What follows belongs to an exercise in optimizing a design on an open flow for small area, a short achievable clock period and few clock cycles per item; a production flow would make more cautious choices. RTL that was checked went through simulation tests only; none was proved equivalent to the original.

Setup of the reference run:
// quad_disc_root
module quad_disc_root #(
   parameter int W_IN   = quad_pkg::W_IN_DEF,
   parameter int W_DISC = 2*W_IN + 2,
   parameter int W_ROOT = W_IN + 1
) (
   input  logic                     CLK,
   input  logic                     RST,
   input  logic                     START,
   input  logic signed [W_IN-1:0]   A,
   input  logic signed [W_IN-1:0]   B,
   input  logic signed [W_IN-1:0]   C,
   output logic                     BUSY,
   output logic                     DONE,
   output logic signed [W_DISC-1:0] DISC,
   output logic        [W_ROOT-1:0] SQRT,
   output logic                     EXACT,
   output logic        [1:0]        ST
);
   logic        v0;
   logic [15:0] a0, b0;
   logic [7:0]  one0, two0, neg0;
   logic [16:0] cx;
   assign cx = {C, 1'b0};
   always_ff @(posedge CLK) begin
      v0 <= START & ~RST;
      a0 <= A;
      b0 <= B;
      for (int k = 0; k < 8; k++) begin
         one0[k] <= cx[2*k+1] ^ cx[2*k];
         two0[k] <= (cx[2*k+2] & ~cx[2*k+1] & ~cx[2*k]) | (~cx[2*k+2] & cx[2*k+1] & cx[2*k]);
         neg0[k] <= ~cx[2*k+2] & (cx[2*k+1] | cx[2*k]);
      end
   end
   wire cshs0, cshc0;
   assign cshs0 = (((one0[0] & a0[10]) | (two0[0] & a0[9])) ^ neg0[0]) ^ (((one0[1] & a0[8]) | (two0[1] & a0[7])) ^ neg0[1]);
   assign cshc0 = (((one0[0] & a0[10]) | (two0[0] & a0[9])) ^ neg0[0]) & (((one0[1] & a0[8]) | (two0[1] & a0[7])) ^ neg0[1]);
   wire css0, csc0;
  ...
Size: ~700 flip-flops, about 39000 um2 of cells after synthesis.
Settings: LEC_CHECK=0, CAP_MARGIN=20, CORE_MARGIN=2, CORE_UTILIZATION=75, CTS_CLUSTER_DIAMETER=100, CTS_CLUSTER_SIZE=25, SLEW_MARGIN=20; clock period 13.5 ns.
standard.sh (not shown) runs the stock make flow with config.mk's settings and CLKGATE_MAP_FILE= SYNTH_SCRIPT=/design/flow/synth_recipe.tcl, a recipe that flattens the netlist after the stock synthesis.
==> flow/flow/run.sh <==
#!/bin/bash
# Layout: the standard flow (standard.sh: ORFS synthesis through finish)
# with two changes: the buffers that ORFS puts on every input and output port
# are sky130_fd_sc_hd__buf_2 instead of the delay cell buffer_ports picks by
# default, and the timing repair after clock-tree synthesis and global routing
# aims for a setup slack margin, so it sizes the critical paths.
set -o pipefail
export BUFFER_PORTS_ARGS="-buffer_cell sky130_fd_sc_hd__buf_2"
export SETUP_SLACK_MARGIN=9.8
bash standard.sh > standard.log 2>&1
The reference run ended with every stage complete and zero timing, DRC or antenna violations.
Testbench counts of the reference run, summed over its fixed seeds: cycles 2,496, items 2,400.
### the reference run -> the trial run
- CORE_UTILIZATION now 60, was 75
==> comparison <==
The trial run: register-to-register slack 40 ps below the reference run
Comparing the reference run against the trial run, there is no change at all in adder-cell area share of the yosys netlist.
In the trial run the final critical-path setup slack turned out 12 ps higher than in the reference run.
Diff the trial run..the reference run | worst hold slack | negligible
Global-route wire length before repair: higher on the reference run
Mean routed wirelength per cell: the trial run vs the reference run down 1.5 um
Diff the reference run..the trial run | H-tree depth | unchanged
Of the trial run and the reference run, the trial run shows the higher area added between synthesis and finish, with the reference run below it.
Top metal layer carrying routed signals = met5: the reference run; top metal layer carrying routed signals = met4: the trial run
The trial run vs the reference run: aggregate routed wire length down by a few percent
Diff the trial run and the reference run: number of clock buffers inserted by TritonCTS higher in the trial run

* * *

quad_disc_root, a different RTL version from the one above (not shown whole).
For scale: about 110 I/O pins.
// quad_disc_root
module quad_disc_root #(
   parameter int W_IN   = quad_pkg::W_IN_DEF,
   parameter int W_DISC = 2*W_IN + 2,
   parameter int W_ROOT = W_IN + 1
) (
   input  logic                     CLK,
   input  logic                     RST,
   input  logic                     START,
   input  logic signed [W_IN-1:0]   A,
   input  logic signed [W_IN-1:0]   B,
   input  logic signed [W_IN-1:0]   C,
   output logic                     BUSY,
   output logic                     DONE,
   output logic signed [W_DISC-1:0] DISC,
   output logic        [W_ROOT-1:0] SQRT,
   output logic                     EXACT,
   output logic        [1:0]        ST
);
Settings: LEC_CHECK=0, CAP_MARGIN=20, CORE_MARGIN=2, CORE_UTILIZATION=60, CTS_CLUSTER_DIAMETER=100, CTS_CLUSTER_SIZE=25, SLEW_MARGIN=20; clock period 13.5 ns.
==> flow/flow/run.sh <==
#!/bin/bash
# Layout: the standard flow (standard.sh: ORFS synthesis through finish)
# with one change: the buffers that ORFS puts on every input and output port
# are sky130_fd_sc_hd__buf_2 instead of the delay cell buffer_ports picks by
# default, so the ports' own buffers do not slow the input and output paths.
set -o pipefail
export BUFFER_PORTS_ARGS="-buffer_cell sky130_fd_sc_hd__buf_2"
bash standard.sh > standard.log 2>&1
Testbench counts at the start, summed over its fixed seeds: cycles 2,488, items 2,400.
Change:
--- a/flow/flow/run.sh
+++ b/flow/flow/run.sh
@@ -3 +3 @@
-# with one change: the buffers that ORFS puts on every input and output port
+# with two changes: the buffers that ORFS puts on every input and output port
@@ -5 +5,2 @@
-# default, so the ports' own buffers do not slow the input and output paths.
+# default, and the timing repair after clock-tree synthesis and global routing
+# aims for a setup slack margin, so it sizes the critical paths.
@@ -7,0 +9 @@
+export SETUP_SLACK_MARGIN=9.8
--- a/flow/config.mk
+++ b/flow/config.mk
@@ -11,2 +11,2 @@
-export CTS_CLUSTER_DIAMETER = 100
-export CTS_CLUSTER_SIZE = 25
+export CTS_CLUSTER_DIAMETER = 50
+export CTS_CLUSTER_SIZE = 45
The new run ran to the end with no violations. Setup slack gains 100 ps. Design area grows by 5.9%. Maximum frequency grows by about 2.6%. Clock skew grows by 9.3 ps. Critical path depth shrinks by 7. Core utilization grows by 3.8 points. Global-route usage grows by 0.74 points. Hold slack barely changes.
Change:
--- a/flow/config.mk
+++ b/flow/config.mk
@@ -11,2 +11,2 @@
-export CTS_CLUSTER_DIAMETER = 50
-export CTS_CLUSTER_SIZE = 45
+export CTS_CLUSTER_DIAMETER = 100
+export CTS_CLUSTER_SIZE = 20
=>
- The changed run finished with timing, DRC and antenna clean
- worst hold slack barely changes
- final cell count fell by 1.4%
- global-route usage fell by 0.23 points
- wire length came out lower by 1.3%
- final area drops by 3.1%
- setup slack gets better by 55 ps
Change:
==> flow/run.sh (new file) <==
#!/bin/bash
# synth_recipe.tcl (not shown) runs the flow's synth.tcl, then flattens the netlist and writes it again
# the make line also repeats each setting of config.mk as NAME=value (left out here)
make -C /OpenROAD-flow-scripts/flow DESIGN_CONFIG=/design/flow/config.mk WORK_HOME=/design/flow/orfs CLKGATE_MAP_FILE= SYNTH_SCRIPT=/design/flow/synth_recipe.tcl finish
--- a/flow/config.mk
+++ b/flow/config.mk
@@ -12 +12 @@
-export CTS_CLUSTER_SIZE = 20
+export CTS_CLUSTER_SIZE = 25
removed: flow/flow/run.sh
removed: flow/standard.sh
After rerunning:
- The new run completed without violations
- area after synthesis does not change
- via count shrinks slightly
- cell count shrinks slightly
- utilization shrinks by 0.48 points
- die area does not change
Change:
==> flow/flow/run.sh (new file) <==
#!/bin/bash
# Layout: the standard flow (standard.sh: ORFS synthesis through finish)
# with two changes: the buffers that ORFS puts on every input and output port
# are sky130_fd_sc_hd__buf_2 instead of the delay cell buffer_ports picks by
# default, and the timing repair after clock-tree synthesis and global routing
# aims for a setup slack margin, so it sizes the critical paths.
set -o pipefail
export BUFFER_PORTS_ARGS="-buffer_cell sky130_fd_sc_hd__buf_2"
export SETUP_SLACK_MARGIN=9.9
bash standard.sh > standard.log 2>&1
==> flow/standard.sh (new file) <==
#!/bin/bash
# synth_recipe.tcl (not shown) runs the flow's synth.tcl, then flattens the netlist and writes it again
# the make line also repeats each setting of config.mk as NAME=value (left out here)
make -C /OpenROAD-flow-scripts/flow DESIGN_CONFIG=/design/flow/config.mk WORK_HOME=/design/flow/orfs CLKGATE_MAP_FILE= SYNTH_SCRIPT=/design/flow/synth_recipe.tcl "${@:-finish}"
removed: flow/run.sh
Result:
- clock-buffer cell count shrinks by 4
- setup slack is better by 390 ps
- design area grows by 0.43%
- worst hold slack stays flat
Change:
--- a/flow/flow/run.sh
+++ b/flow/flow/run.sh
@@ -9 +9 @@
-export SETUP_SLACK_MARGIN=9.9
+export SETUP_SLACK_MARGIN=9.7
The new run produced a clean layout.
Sequential share of layout area barely changes.
Design area falls slightly.
Clock skew rises by 11 ps.
Cell count barely changes.
Global-route usage is about the same.
Critical path depth does not change.
First-iteration DRC count falls slightly.
Setup slack gets worse by 10 ps.

* * *

## v6
Another version of the RTL of quad_disc_root (not shown whole).
Size in the first run: roughly 4200 cells after synthesis, ~720 flip-flops.
## quad_disc_root
module quad_disc_root #(
   parameter int W_IN   = quad_pkg::W_IN_DEF,
   parameter int W_DISC = 2*W_IN + 2,
   parameter int W_ROOT = W_IN + 1
) (
   input  logic                     CLK,
   input  logic                     RST,
   input  logic                     START,
   input  logic signed [W_IN-1:0]   A,
   input  logic signed [W_IN-1:0]   B,
   input  logic signed [W_IN-1:0]   C,
   output logic                     BUSY,
   output logic                     DONE,
   output logic signed [W_DISC-1:0] DISC,
   output logic        [W_ROOT-1:0] SQRT,
   output logic                     EXACT,
   output logic        [1:0]        ST
);
Settings: LEC_CHECK=0, CAP_MARGIN=20, CORE_MARGIN=2, CORE_UTILIZATION=60, SLEW_MARGIN=20; clock period 13.5 ns.
==> flow/flow/run.sh <==
#!/bin/bash
# Layout: the standard flow (standard.sh: ORFS synthesis through finish)
# with two changes: the buffers that ORFS puts on every input and output port
# are sky130_fd_sc_hd__buf_2 instead of the delay cell buffer_ports picks by
# default, and the timing repair after clock-tree synthesis and global routing
# aims for a setup slack margin, so it sizes the critical paths.
set -o pipefail
export BUFFER_PORTS_ARGS="-buffer_cell sky130_fd_sc_hd__buf_2"
export SETUP_SLACK_MARGIN=9.8
bash standard.sh > standard.log 2>&1
> inputs changed (v6 -> v7)
- CTS_CLUSTER_SIZE now 25, previously not set
- CTS_CLUSTER_DIAMETER now 100, previously not set
Overall global routing resource usage for v7 is lower than for v6. v6 went all the way through the flow, and no timing, DRC or antenna check failed. v7 finished all stages; the layout is clean.
No run of this note included a check of the RTL's function; only the layout flow was run.

* * *

Another version of the RTL of quad_disc_root (not shown whole).
Size in the first run: ~4,000 cells after synthesis, ~1,100 flip-flops, ~43,000 um^2 of cells after synthesis.
export LEC_CHECK = 0
export CAP_MARGIN = 20
export CORE_MARGIN = 2
export CORE_UTILIZATION = 30
export CTS_BUF_LIST = sky130_fd_sc_hd__clkbuf_8
export CTS_CLUSTER_SIZE = 30
export SLEW_MARGIN = 20
create_clock -name core_clock -period 13.5 [get_ports {CLK}]
==> flow/flow/run.sh <==
#!/bin/bash
# Layout: the standard flow (standard.sh: ORFS synthesis through finish)
# with one change: the buffers that ORFS puts on every input and output port
# are sky130_fd_sc_hd__buf_2 instead of the delay cell buffer_ports picks by
# default, so the ports' own buffers do not slow the input and output paths.
set -o pipefail
export BUFFER_PORTS_ARGS="-buffer_cell sky130_fd_sc_hd__buf_2"
bash standard.sh > standard.log 2>&1
Next try:
--- a/flow/config.mk
+++ b/flow/config.mk
@@ -10,4 +10,2 @@
 export CORE_UTILIZATION = 30
-export CTS_BUF_LIST = sky130_fd_sc_hd__clkbuf_8
-export CTS_CLUSTER_SIZE = 30
 export SLEW_MARGIN = 20
- synthesized area is unchanged
- critical path depth does not change
- die area does not change
- routed wire length fell by 0.49%
- hold slack is about the same
- clock skew fell by 0.0094 ns
No run of this note included a check of the RTL's function; only the layout flow was run.

* * *

red:
quad_disc_root, a different RTL version from the one above (not shown whole).
For scale: roughly 720 flip-flops.
Settings: LEC_CHECK=0, CAP_MARGIN=20, CORE_MARGIN=2, CORE_UTILIZATION=30, SLEW_MARGIN=20; clock period 13.5 ns.
==> flow/flow/run.sh <==
#!/bin/bash
# Layout: the standard flow (standard.sh: ORFS synthesis through finish)
# with two changes: the buffers that ORFS puts on every input and output port
# are sky130_fd_sc_hd__buf_2 instead of the delay cell buffer_ports picks by
# default, and the timing repair after clock-tree synthesis and global routing
# aims for a setup slack margin, so it sizes the critical paths.
set -o pipefail
export BUFFER_PORTS_ARGS="-buffer_cell sky130_fd_sc_hd__buf_2"
export SETUP_SLACK_MARGIN=9.8
bash standard.sh > standard.log 2>&1
red: done, clean on timing, DRC and antenna
For blue, these inputs were changed with respect to red:
==> flow/flow/run.sh <==
#!/bin/bash
# Layout: the standard flow (standard.sh: ORFS synthesis through finish)
# with one change: the buffers that ORFS puts on every input and output port
# are sky130_fd_sc_hd__buf_2 instead of the delay cell buffer_ports picks by
# default, so the ports' own buffers do not slow the input and output paths.
set -o pipefail
export BUFFER_PORTS_ARGS="-buffer_cell sky130_fd_sc_hd__buf_2"
bash standard.sh > standard.log 2>&1
==> results.txt <==
- Taking red as the reference, in blue cell area shows a reduction of 780 µm²; area growth from synthesis to final layout shows a reduction of 1.9 points; worst setup skew after layout shows a reduction of 0.0048 ns.
- Non-clock buffer area fraction after layout is higher on red
- blue vs. red: total stage count of the critical path went up by 13.
- blue gives more clock-cell share of area than red did.
- A most common cell after layout, fill and taps aside of dfxtp_1 is what blue shows, while inv_1 belongs to red.
- red → blue: footprint of the multi-input gates decreased about 1.3%; buffer count excluding the clock tree in the final layout dropped 30; vertical die dimension stayed essentially flat.
No functional check of the RTL was part of any run of this note.

* * *

quad_disc_root, a different RTL version from the one above (not shown whole).
For scale: about 3900 cells after synthesis, ~110 I/O pins, ~34000 µm² of cells after synthesis.
==> flow/design.v (excerpt) <==
module quad_disc_root #(
   parameter int W_IN   = quad_pkg::W_IN_DEF,
   parameter int W_DISC = 2*W_IN + 2,
   parameter int W_ROOT = W_IN + 1
) (
   input  logic                     CLK,
   input  logic                     RST,
   input  logic                     START,
   input  logic signed [W_IN-1:0]   A,
   input  logic signed [W_IN-1:0]   B,
   input  logic signed [W_IN-1:0]   C,
   output logic                     BUSY,
   output logic                     DONE,
   output logic signed [W_DISC-1:0] DISC,
   output logic        [W_ROOT-1:0] SQRT,
   output logic                     EXACT,
   output logic        [1:0]        ST
);
export LEC_CHECK = 0
export ABC_AREA = 1
export CAP_MARGIN = 20
export CORE_MARGIN = 2
export CORE_UTILIZATION = 60
export CTS_CLUSTER_DIAMETER = 120
export CTS_CLUSTER_SIZE = 30
export SLEW_MARGIN = 20
create_clock -name core_clock -period 13.5 [get_ports {CLK}]
==> flow/flow/run.sh <==
#!/bin/bash
# Layout: the standard flow (standard.sh: ORFS synthesis through finish)
# with two changes: the buffers that ORFS puts on every input and output port
# are sky130_fd_sc_hd__buf_2 instead of the delay cell buffer_ports picks by
# default, and the timing repair after clock-tree synthesis and global routing
# aims for a setup slack margin, so it sizes the critical paths.
set -o pipefail
export BUFFER_PORTS_ARGS="-buffer_cell sky130_fd_sc_hd__buf_2"
export SETUP_SLACK_MARGIN=9.8
bash standard.sh > standard.log 2>&1
Testbench counts at the start, summed over its fixed seeds: cycles 2,488, items 2,400.
Then changed:
==> flow/flow/run.sh (replaced) <==
#!/bin/bash
# Layout: the standard flow (standard.sh: ORFS synthesis through finish)
# with one change: the buffers that ORFS puts on every input and output port
# are sky130_fd_sc_hd__buf_2 instead of the delay cell buffer_ports picks by
# default, so the ports' own buffers do not slow the input and output paths.
set -o pipefail
export BUFFER_PORTS_ARGS="-buffer_cell sky130_fd_sc_hd__buf_2"
bash standard.sh > standard.log 2>&1
CTS_CLUSTER_DIAMETER = 100   (was 120)
CTS_CLUSTER_SIZE = 25   (was 30)
After rerunning: Setup slack loses 0.49 ns. Critical path depth climbs by 20. Synthesized area stays the same. Cell count drops slightly. Non-clock buffer count falls by 103. Cell area decreases by a few percent. Die area does not change. Hold slack gets better by 0.010 ns. First-iteration DRC count drops by roughly a tenth.
Then changed:
==> flow/flow/run.sh (replaced) <==
#!/bin/bash
# Layout: the standard flow (standard.sh: ORFS synthesis through finish)
# with two changes: the buffers that ORFS puts on every input and output port
# are sky130_fd_sc_hd__buf_2 instead of the delay cell buffer_ports picks by
# default, and the timing repair after clock-tree synthesis and global routing
# aims for a setup slack margin, so it sizes the critical paths.
set -o pipefail
export BUFFER_PORTS_ARGS="-buffer_cell sky130_fd_sc_hd__buf_2"
export SETUP_SLACK_MARGIN=9.8
bash standard.sh > standard.log 2>&1
Result: Maximum frequency rises by about a fifth. First-iteration DRC count rises by a few percent. Sequential share of layout area falls by 1.1 points. Routed wire length rises by a few percent. Via count rises by a few percent.
Then changed:
==> flow/run.sh (new file) <==
#!/bin/bash
# synth_recipe.tcl (not shown) runs the flow's synth.tcl, then flattens the netlist and writes it again
# the make line also repeats each setting of config.mk as NAME=value (left out here)
make -C /OpenROAD-flow-scripts/flow DESIGN_CONFIG=/design/flow/config.mk WORK_HOME=/design/flow/orfs CLKGATE_MAP_FILE= SYNTH_SCRIPT=/design/flow/synth_recipe.tcl finish
removed: flow/flow/run.sh
removed: flow/standard.sh
=>
- hold slack got worse by 0.0091 ns
- final area went down by 2.6%
- wire length went down by 3.2%
- setup slack got worse by 0.76 ns

[what the ideal ports hide]
No port has a modelled driver above. Below, the same layouts with a new extraction and two added sets of constraints.
Step 1 (the two cells are an assumption about what drives the block):
set clk [get_ports {CLK}]
set_driving_cell -lib_cell sky130_fd_sc_hd__clkbuf_16 $clk
set_driving_cell -lib_cell sky130_fd_sc_hd__buf_2 [delete_from_list [all_inputs] $clk]
Step 2, shift: input delay + t, output delay - t, t = (earliest + latest rising clock arrival at the registers) / 2. This alone moves slack from input paths to output paths.
a / b / c = ideal / step 1 / step 2; a / b = the first two.
run	t (ns)	setup WS [ns]	clock arrival spread, ns
the reference run	0.647	9.729 / 9.666 / 9.739	0.031 / 0.030
the trial run	0.649	9.741 / 9.675 / 9.796	0.032 / 0.032
the first run of note 2	0.678	9.586 / 9.577 / 9.586	0.022 / 0.023
the second run of note 2	0.695	9.686 / 9.625 / 9.791	0.033 / 0.032
the third run of note 2	0.639	9.741 / 9.681 / 9.771	0.025 / 0.024
the fourth run of note 2	0.628	9.305 / 9.244 / 9.613	0.040 / 0.040
the fifth run of note 2	0.673	9.698 / 9.640 / 9.771	0.021 / 0.021
the sixth run of note 2	0.679	9.688 / 9.628 / 9.801	0.042 / 0.043
v6	0.690	9.702 / 9.636 / 9.613	0.050 / 0.051
v7	0.665	9.715 / 9.646 / 9.622	0.033 / 0.033
the first run of note 4	0.883	9.377 / 9.313 / 9.502	0.058 / 0.059
the second run of note 4	0.742	9.504 / 9.439 / 9.491	0.051 / 0.051
red	0.738	9.642 / 9.569 / 9.487	0.031 / 0.031
blue	0.747	9.394 / 9.350 / 9.195	0.026 / 0.026
the first run of note 6	0.671	9.679 / 9.619 / 9.283	0.044 / 0.044
the second run of note 6	0.633	9.191 / 9.191 / 9.191	0.030 / 0.030
the third run of note 6	0.633	9.741 / 9.678 / 9.300	0.029 / 0.028
the fourth run of note 6	0.631	8.982 / 9.017 / 8.386	0.040 / 0.040
After both steps every run listed still meets setup and hold. For the fourth run of note 6, which loses most, drivers alone change the setup slack by +0.035 ns; drivers and shift together by -0.596 ns.
